Background: an optimization exercise with open tools, aiming at small area, a short achievable clock period and few clock cycles. Do not read the settings as production practice. Where RTL was checked, it was by simulation tests only, not by an equivalence proof against the original. Power is estimated from default activity; no workload was simulated.

v35:
## laser_stripe_center_extract
module laser_stripe_center_extract (
  input  logic                clk,
  input  logic                rst_n,
  input  logic                in_push,
  output logic                in_full,
  input  logic [7:0]          in_pixel,
  input  logic                in_row_end,
  input  logic                in_frame_end,
  output logic                out_empty,
  input  logic                out_pop,
  output logic [lsce_pkg::ROW_W-1:0]    out_row_number,
  output logic                out_found,
  output logic [lsce_pkg::CENTRE_W-1:0] out_centre_q8,
  output logic                out_last,
  input  logic                cfg_valid,
  output logic                cfg_ready,
  input  logic [1:0]          cfg_index,
  input  logic [12:0]         cfg_data
);
==> flow/config.mk <==
export PLATFORM = sky130hd
export DESIGN_NAME = laser_stripe_center_extract
export DESIGN_NICKNAME = laser_stripe_center_extract
export VERILOG_FILES = /design/flow/design.v
export SDC_FILE = /design/flow/constraint.sdc
export NUM_CORES = 4
export LEC_CHECK = 0
export CAP_MARGIN = 20
export CORE_MARGIN = 2
export CORE_UTILIZATION = 65
export SETUP_SLACK_MARGIN = 4.5
export SLEW_MARGIN = 20
==> flow/constraint.sdc <==
create_clock -name core_clock -period 8.0 [get_ports {clk}]
set_input_delay 1.6000 -clock core_clock [delete_from_list [all_inputs] [get_ports {clk}]]
set_output_delay 1.6000 -clock core_clock [all_outputs]
set_load 0.01 [all_outputs]
run.sh (not shown) runs the stock make flow with config.mk's settings and CLKGATE_MAP_FILE= SYNTH_SCRIPT=/design/flow/synth_recipe.tcl, a recipe that flattens the netlist after the stock synthesis.
v35 | stages: all done | timing, DRC, antenna: all pass
Input-level comparison between v52 and v35:
# v35
export LEC_CHECK = 0
export CAP_MARGIN = 20
export CORE_MARGIN = 2
export CORE_UTILIZATION = 65
export SETUP_SLACK_MARGIN = 4.5
export SLEW_MARGIN = 20
create_clock -name core_clock -period 8.0 [get_ports {clk}]
# v52
export LEC_CHECK = 0
export CAP_MARGIN = 20
export CORE_MARGIN = 2
export CORE_UTILIZATION = 40
export SETUP_SLACK_MARGIN = 4.5
export SLEW_MARGIN = 20
create_clock -name core_clock -period 8.0 [get_ports {clk}]
Notes after the runs:
Status: sequential element share of the synthesized area parity (v35, v52)
The standard cell area after detailed placement of v52 exceeds that of v35 by 1.7%.
v52: number of clock buffers in the layout about 2% above v35
--- input diff v52..v30 ---
# v52
export LEC_CHECK = 0
export CAP_MARGIN = 20
export CORE_MARGIN = 2
export CORE_UTILIZATION = 40
export SETUP_SLACK_MARGIN = 4.5
export SLEW_MARGIN = 20
create_clock -name core_clock -period 8.0 [get_ports {clk}]
# v30
export LEC_CHECK = 0
export CAP_MARGIN = 20
export CORE_MARGIN = 2
export CORE_UTILIZATION = 40
export SETUP_SLACK_MARGIN = 5
export SLEW_MARGIN = 20
create_clock -name core_clock -period 8.0 [get_ports {clk}]
Findings:
- | number of cells after detailed placement | v52 vs v30 | ≈ equal |
- In the reports for v52 and v30, the smaller time the final worst path needs with I/O delays and setup belongs to v52.
- Comparing combinational fraction of design power for v52 and v30, the smaller number came from v52.
- Compared to v52, the routing of v30 uses more wire.
Function was not checked in any run of this note: the RTL went through the layout flow alone.

* * *

== v6 ==
Another version of the RTL of laser_stripe_center_extract (not shown whole).
For scale: roughly 330 flip-flops, roughly 67 I/O pins, roughly 0.022 mm^2 of cells after synthesis.
export LEC_CHECK = 0
export ABC_CLOCK_PERIOD_IN_PS = 3000
export CAP_MARGIN = 20
export CORE_MARGIN = 2
export CORE_UTILIZATION = 40
export SETUP_SLACK_MARGIN = 4.5
export SLEW_MARGIN = 20
create_clock -name core_clock -period 8.0 [get_ports {clk}]
Testbench counts of v6, summed over its fixed seeds: cycles 35,415.
Modified inputs, v7 compared to v6
# v6
export LEC_CHECK = 0
export ABC_CLOCK_PERIOD_IN_PS = 3000
export CAP_MARGIN = 20
export CORE_MARGIN = 2
export CORE_UTILIZATION = 40
export SETUP_SLACK_MARGIN = 4.5
export SLEW_MARGIN = 20
create_clock -name core_clock -period 8.0 [get_ports {clk}]
# v7
export LEC_CHECK = 0
export CAP_MARGIN = 20
export CORE_MARGIN = 2
export CORE_UTILIZATION = 40
export SLEW_MARGIN = 20
create_clock -name core_clock -period 8.0 [get_ports {clk}]
Findings:
v7 did not stop at any stage, and its layout met the timing, design-rule and antenna checks.
[v7 vs v6] final period demand of the worst path: higher in v7
Data required time at the worst endpoint delta (v7 -> v6): insignificant
When v7 is set beside v6, its sequential share of layout area turns out to be 3.2 points larger.
Standard cell with the maximum stage delay on the critical path = sky130_fd_sc_hd__edfxtp_1: v7; standard cell with the maximum stage delay on the critical path = sky130_fd_sc_hd__fa_1: v6
v7 vs. v6: proportion of power drawn by combinational gates went down by 6.7 points; final-report max-slew violation count was more or less identical; total of cells resized after clock tree synthesis went down by 144; number of multi-input logic gates was more or less identical.

* * *

== JK ==
Another version of the RTL of laser_stripe_center_extract (not shown whole).
For scale: roughly 2,200 cells after synthesis, ~350 flip-flops, roughly 67 I/O pins, ~22,000 µm² of cells after synthesis.
clock: 8.0 ns
lec_check: 0
cap_margin: 20
core_margin: 2
core_utilization: 40
cts_buf_list: sky130_fd_sc_hd__clkbuf_8
cts_cluster_diameter: 70
cts_cluster_size: 12
setup_slack_margin: 4.8
slew_margin: 20
Testbench counts of JK, summed over its fixed seeds: cycles 35,831.
> inputs changed (JK -> MS)
- changing SETUP_SLACK_MARGIN from 4.8 to 4.65
- changing CORE_UTILIZATION from 40 to 45
Notes after the runs:
- MS completed every stage of the flow, and the final layout passed the timing, design-rule and antenna checks.
- When MS is set beside JK, its number of vias per cell after detailed routing turns out to be 2.2% larger.
- In the metrics for MS and JK, the one carrying the lower sequential share of layout area is JK.
- MS against JK: wire length per cell after detailed routing now smaller, die area fell about 11%, fraction of power consumed by combinational cells -1.6 points, number of multi-input combinational cells did not really move, proportion of layout cells with a drive suffix above 1 went down 3.1 points.
- Relative to JK, the final instance area of MS is lower by 2.6%.

* * *

run 1:
laser_stripe_center_extract, a different RTL version from the one above (not shown whole).
Size: about 2100 cells after synthesis, roughly 350 flip-flops, ~21000 sq um of cells after synthesis.
clock: 8.0 ns
lec_check: 0
cap_margin: 5
core_margin: 2
core_utilization: 40
cts_buf_list: sky130_fd_sc_hd__clkbuf_8
cts_cluster_diameter: 70
cts_cluster_size: 12
setup_slack_margin: 4.5
slew_margin: 5
Run 1 reached the end of the flow, and the finished layout is clean on the timing, design-rule and antenna checks.
For run 2, these inputs were changed with respect to run 1:
-- flow/config.mk --
<<< run 1, line 6
export NUM_CORES = 4
export LEC_CHECK = 0
export CAP_MARGIN = 5
export CORE_MARGIN = 2
export CORE_UTILIZATION = 40
>>> run 2, line 6
export NUM_CORES = 4
export LEC_CHECK = 0
export CAP_MARGIN = 20
export CORE_MARGIN = 2
export CORE_UTILIZATION = 40
<<< run 1, line 13
export CTS_CLUSTER_SIZE = 12
export SETUP_SLACK_MARGIN = 4.5
export SLEW_MARGIN = 5
>>> run 2, line 13
export CTS_CLUSTER_SIZE = 12
export SETUP_SLACK_MARGIN = 4.5
export SLEW_MARGIN = 20
==> results.txt <==
In summary, run 2 completed successfully, with a layout that passed the timing, design-rule and antenna checks. In run 2 the highest cell delay on the worst timing path turned out 20 ps higher than in run 1. Run 1 -> run 2: clock distribution area overhead in the final layout flat. Global-route wire length before repair essentially unchanged between run 1 and run 2. Run 2 vs. run 1: sequential cell count barely changed, total power of the final layout lost 0.031 mW, xor-xnor portion of the synthesized cell area barely changed, growth of design area from synthesis to finish neither gained nor lost much, number of diodes climbed 1. Relative to run 1, switching share of power has decreased by 0.17 points in run 2. Between run 1 and run 2, the design area figures differ only marginally.
Function was not checked in any run of this note: the RTL went through the layout flow alone.

* * *

build 18:
laser_stripe_center_extract, a different RTL version from the one above (not shown whole).
For scale: about 2100 cells after synthesis, ~350 flip-flops, roughly 67 I/O pins, roughly 21000 um2 of cells after synthesis.
make LEC_CHECK=0 CAP_MARGIN=20 CORE_MARGIN=2 CORE_UTILIZATION=40 CTS_BUF_LIST=sky130_fd_sc_hd__clkbuf_8 CTS_CLUSTER_DIAMETER=70 CTS_CLUSTER_SIZE=12 SETUP_SLACK_MARGIN=4.3 SLEW_MARGIN=20 finish   # period 8.0 ns
Changes in build 89 relative to build 18:
# build 18
export LEC_CHECK = 0
export CAP_MARGIN = 20
export CORE_MARGIN = 2
export CORE_UTILIZATION = 40
export CTS_BUF_LIST = sky130_fd_sc_hd__clkbuf_8
export CTS_CLUSTER_DIAMETER = 70
export CTS_CLUSTER_SIZE = 12
export SETUP_SLACK_MARGIN = 4.3
export SLEW_MARGIN = 20
create_clock -name core_clock -period 8.0 [get_ports {clk}]
# build 89
export LEC_CHECK = 0
export CAP_MARGIN = 20
export CORE_MARGIN = 2
export CORE_UTILIZATION = 40
export CTS_BUF_LIST = sky130_fd_sc_hd__clkbuf_8
export CTS_CLUSTER_DIAMETER = 70
export CTS_CLUSTER_SIZE = 12
export SETUP_SLACK_MARGIN = 5.0
export SLEW_MARGIN = 20
create_clock -name core_clock -period 8.0 [get_ports {clk}]
==> results.txt <==
The final critical delay including setup and external delays reported for build 89 is smaller than that of build 18 by 0.079 ns. Full die area delta (build 18 -> build 89): insignificant. Build 89 vs build 18 — first-iteration DRC count dropped by a few percent. The final reports for build 89 and build 18 show global-route usage over all layers higher in the former. Cmp build 18 and build 89 / internal power of the cells / higher: build 89. Diff build 18..build 89 | adder-cell share of the synthesized area | negligible. Post-layout instance count excluding filler cells: build 89 > build 18.
What build 87 does differently from build 89 at the input level:
# build 89
export LEC_CHECK = 0
export CAP_MARGIN = 20
export CORE_MARGIN = 2
export CORE_UTILIZATION = 40
export CTS_BUF_LIST = sky130_fd_sc_hd__clkbuf_8
export CTS_CLUSTER_DIAMETER = 70
export CTS_CLUSTER_SIZE = 12
export SETUP_SLACK_MARGIN = 5.0
export SLEW_MARGIN = 20
create_clock -name core_clock -period 8.0 [get_ports {clk}]
# build 87
export LEC_CHECK = 0
export CAP_MARGIN = 20
export CORE_MARGIN = 2
export CORE_UTILIZATION = 40
export CTS_BUF_LIST = sky130_fd_sc_hd__clkbuf_8
export CTS_CLUSTER_DIAMETER = 70
export CTS_CLUSTER_SIZE = 12
export SETUP_SLACK_MARGIN = 4.5
export SLEW_MARGIN = 20
create_clock -name core_clock -period 8.0 [get_ports {clk}]
==> comparison <==
In the reports for build 89 and build 87, the smaller number of logic stages on the critical path including buffering belongs to build 87. Compared with build 89, build 87 shows a worst slew slack as a fraction of its limit that is 2.5 points higher. In the metrics for build 89 and build 87, the one carrying the lower multi-input logic cell count is build 87. Measured against each other, build 89 and build 87 differ in footprint of the multi-input gates, the higher figure coming from build 89. When build 87 is set beside build 89, its maximum frequency turns out to be about 1.3% larger.
Function was not checked in any run of this note: the RTL went through the layout flow alone.

* * *

laser_stripe_center_extract, a different RTL version from the one above (not shown whole).
For scale: about 350 flip-flops, ~67 I/O pins, ~21000 µm² of cells after synthesis.
==> flow/config.mk <==
export PLATFORM = sky130hd
export DESIGN_NAME = laser_stripe_center_extract
export DESIGN_NICKNAME = laser_stripe_center_extract
export VERILOG_FILES = /design/flow/design.v
export SDC_FILE = /design/flow/constraint.sdc
export NUM_CORES = 4
export LEC_CHECK = 0
export CAP_MARGIN = 20
export CORE_MARGIN = 2
export CORE_UTILIZATION = 40
export SETUP_SLACK_MARGIN = 4.8
export SLEW_MARGIN = 20
==> flow/constraint.sdc <==
create_clock -name core_clock -period 8.0 [get_ports {clk}]
set_input_delay 1.6000 -clock core_clock [delete_from_list [all_inputs] [get_ports {clk}]]
set_output_delay 1.6000 -clock core_clock [all_outputs]
set_load 0.01 [all_outputs]
The baseline completed without violations.
Testbench counts at the start, summed over its fixed seeds: cycles 36,155.
Next try:
--- a/flow/config.mk
+++ b/flow/config.mk
@@ -11 +11 @@
-export SETUP_SLACK_MARGIN = 4.8
+export SETUP_SLACK_MARGIN = 4.5
=> Register-to-register slack is worse by 50 ps; synthesized cell count does not change; total power is lower by 1.1%; first-iteration DRC count goes up by 27%; design area came out lower by 3.5%; combinational power is lower by 8.6%; sequential share of layout area increases by 1.4 points; core utilization goes down by 1.7 points; routed wire length fell by 3.5%; non-clock buffer count goes down by 37.

* * *

Setup of v33:
laser_stripe_center_extract, a different RTL version from the one above (not shown whole).
Size: about 2000 cells after synthesis, about 350 flip-flops.
make LEC_CHECK=0 CAP_MARGIN=20 CORE_MARGIN=2 CORE_UTILIZATION=40 CTS_BUF_LIST=sky130_fd_sc_hd__clkbuf_8 CTS_CLUSTER_DIAMETER=70 CTS_CLUSTER_SIZE=12 SETUP_SLACK_MARGIN=4.65 SLEW_MARGIN=20 finish   # period 8.0 ns
v33: full flow OK, the timing, design-rule and antenna checks passed
Testbench counts of v33, summed over its fixed seeds: cycles 35,831.
#### Input delta (v5 over v33)
- a change of SETUP_SLACK_MARGIN from 4.65 to 4.55
Results
v5 against v33: sequential power closely matched the old numbers, share of total power in combinational logic decreased by 0.2 points relative to the old numbers, routed wire length decreased by 0.74% relative to the old numbers, setup slack after layout decreased by 86 ps relative to the old numbers.
On core occupancy in the finished layout, v33 tracks v5 almost exactly.
On final instance area, v33 tracks v5 almost exactly.
Higher part of the total power dissipated in the clock network goes to v5 over v33.
Re final number of setup-violating endpoints: no difference whatsoever between v33 and v5.
Number of buffers outside the clock class in the layout: lower on v5

* * *

RTL: one of the versions met above, not the one the previous note started from.
Size in the first run: roughly 2,100 cells after synthesis, roughly 350 flip-flops, ~67 I/O pins, about 0.021 mm2 of cells after synthesis.
clock: 8.0 ns
lec_check: 0
cap_margin: 20
core_margin: 2
core_utilization: 40
cts_buf_list: sky130_fd_sc_hd__clkbuf_8
cts_cluster_diameter: 70
cts_cluster_size: 12
setup_slack_margin: 4.8
slew_margin: 20
The baseline produced a clean layout.
Edit:
SETUP_SLACK_MARGIN = 4.65   (was 4.8)
Outcome: Combinational power goes down by roughly a tenth; critical path depth does not change; worst hold slack is about the same; clock power is about the same; area after synthesis does not change; flip-flop and latch count stays the same; routed wire length goes down by a few percent; final area came out lower by a few percent; core utilization goes down by 1.5 points.
Function was not checked in any run of this note: the RTL went through the layout flow alone.

## what the ideal ports hide
In the flow no input, the clock included, has a driving cell. The finished layouts below were timed again as built, in two steps.
Step 1 assumes that a clkbuf_16 drives the clock port and a buf_2 every other input.
Step 2 moves the port delays by t, midway between the first and last clock arrival at a register: inputs arrive t later, outputs are due t later. That takes back most of the time a late clock gives input paths.
Three values: ideal ports, drivers, drivers and shift; two values: the first two.
run | shift t [ns] | slack for setup (ns) | worst slew at a driven data input, ns
v35 | 0.575 | 4.275 / 4.275 / 4.137 | 0.03
v52 | 0.599 | 4.404 / 4.404 / 4.120 | 0.05
v30 | 0.613 | 4.386 / 4.386 / 4.386 | 0.05
v6 | 0.609 | 3.661 / 3.661 / 3.661 | 0.04
v7 | 0.607 | 2.784 / 2.784 / 2.784 | 0.04
JK | 0.648 | 4.678 / 4.678 / 4.282 | 0.05
MS | 0.647 | 4.725 / 4.686 / 4.121 | 0.05
run 1 | 0.655 | 4.524 / 4.524 / 4.055 | 0.04
run 2 | 0.643 | 4.531 / 4.531 / 4.026 | 0.04
build 18 | 0.643 | 4.492 / 4.492 / 3.983 | 0.04
build 89 | 0.643 | 4.571 / 4.571 / 4.363 | 0.04
build 87 | 0.659 | 4.615 / 4.615 / 4.080 | 0.04
the first run of note 6 | 0.603 | 4.676 / 4.643 / 4.404 | 0.04
the second run of note 6 | 0.605 | 4.621 / 4.621 / 4.135 | 0.04
v33 | 0.653 | 4.714 / 4.702 / 4.127 | 0.04
v5 | 0.649 | 4.628 / 4.628 / 4.054 | 0.04
the first run of note 8 | 0.643 | 4.754 / 4.754 / 4.309 | 0.04
the second run of note 8 | 0.643 | 4.678 / 4.678 / 4.185 | 0.04
After both steps every run listed still meets setup and hold. For MS, which loses most, drivers alone change the setup slack by -0.039 ns; drivers and shift together by -0.604 ns.
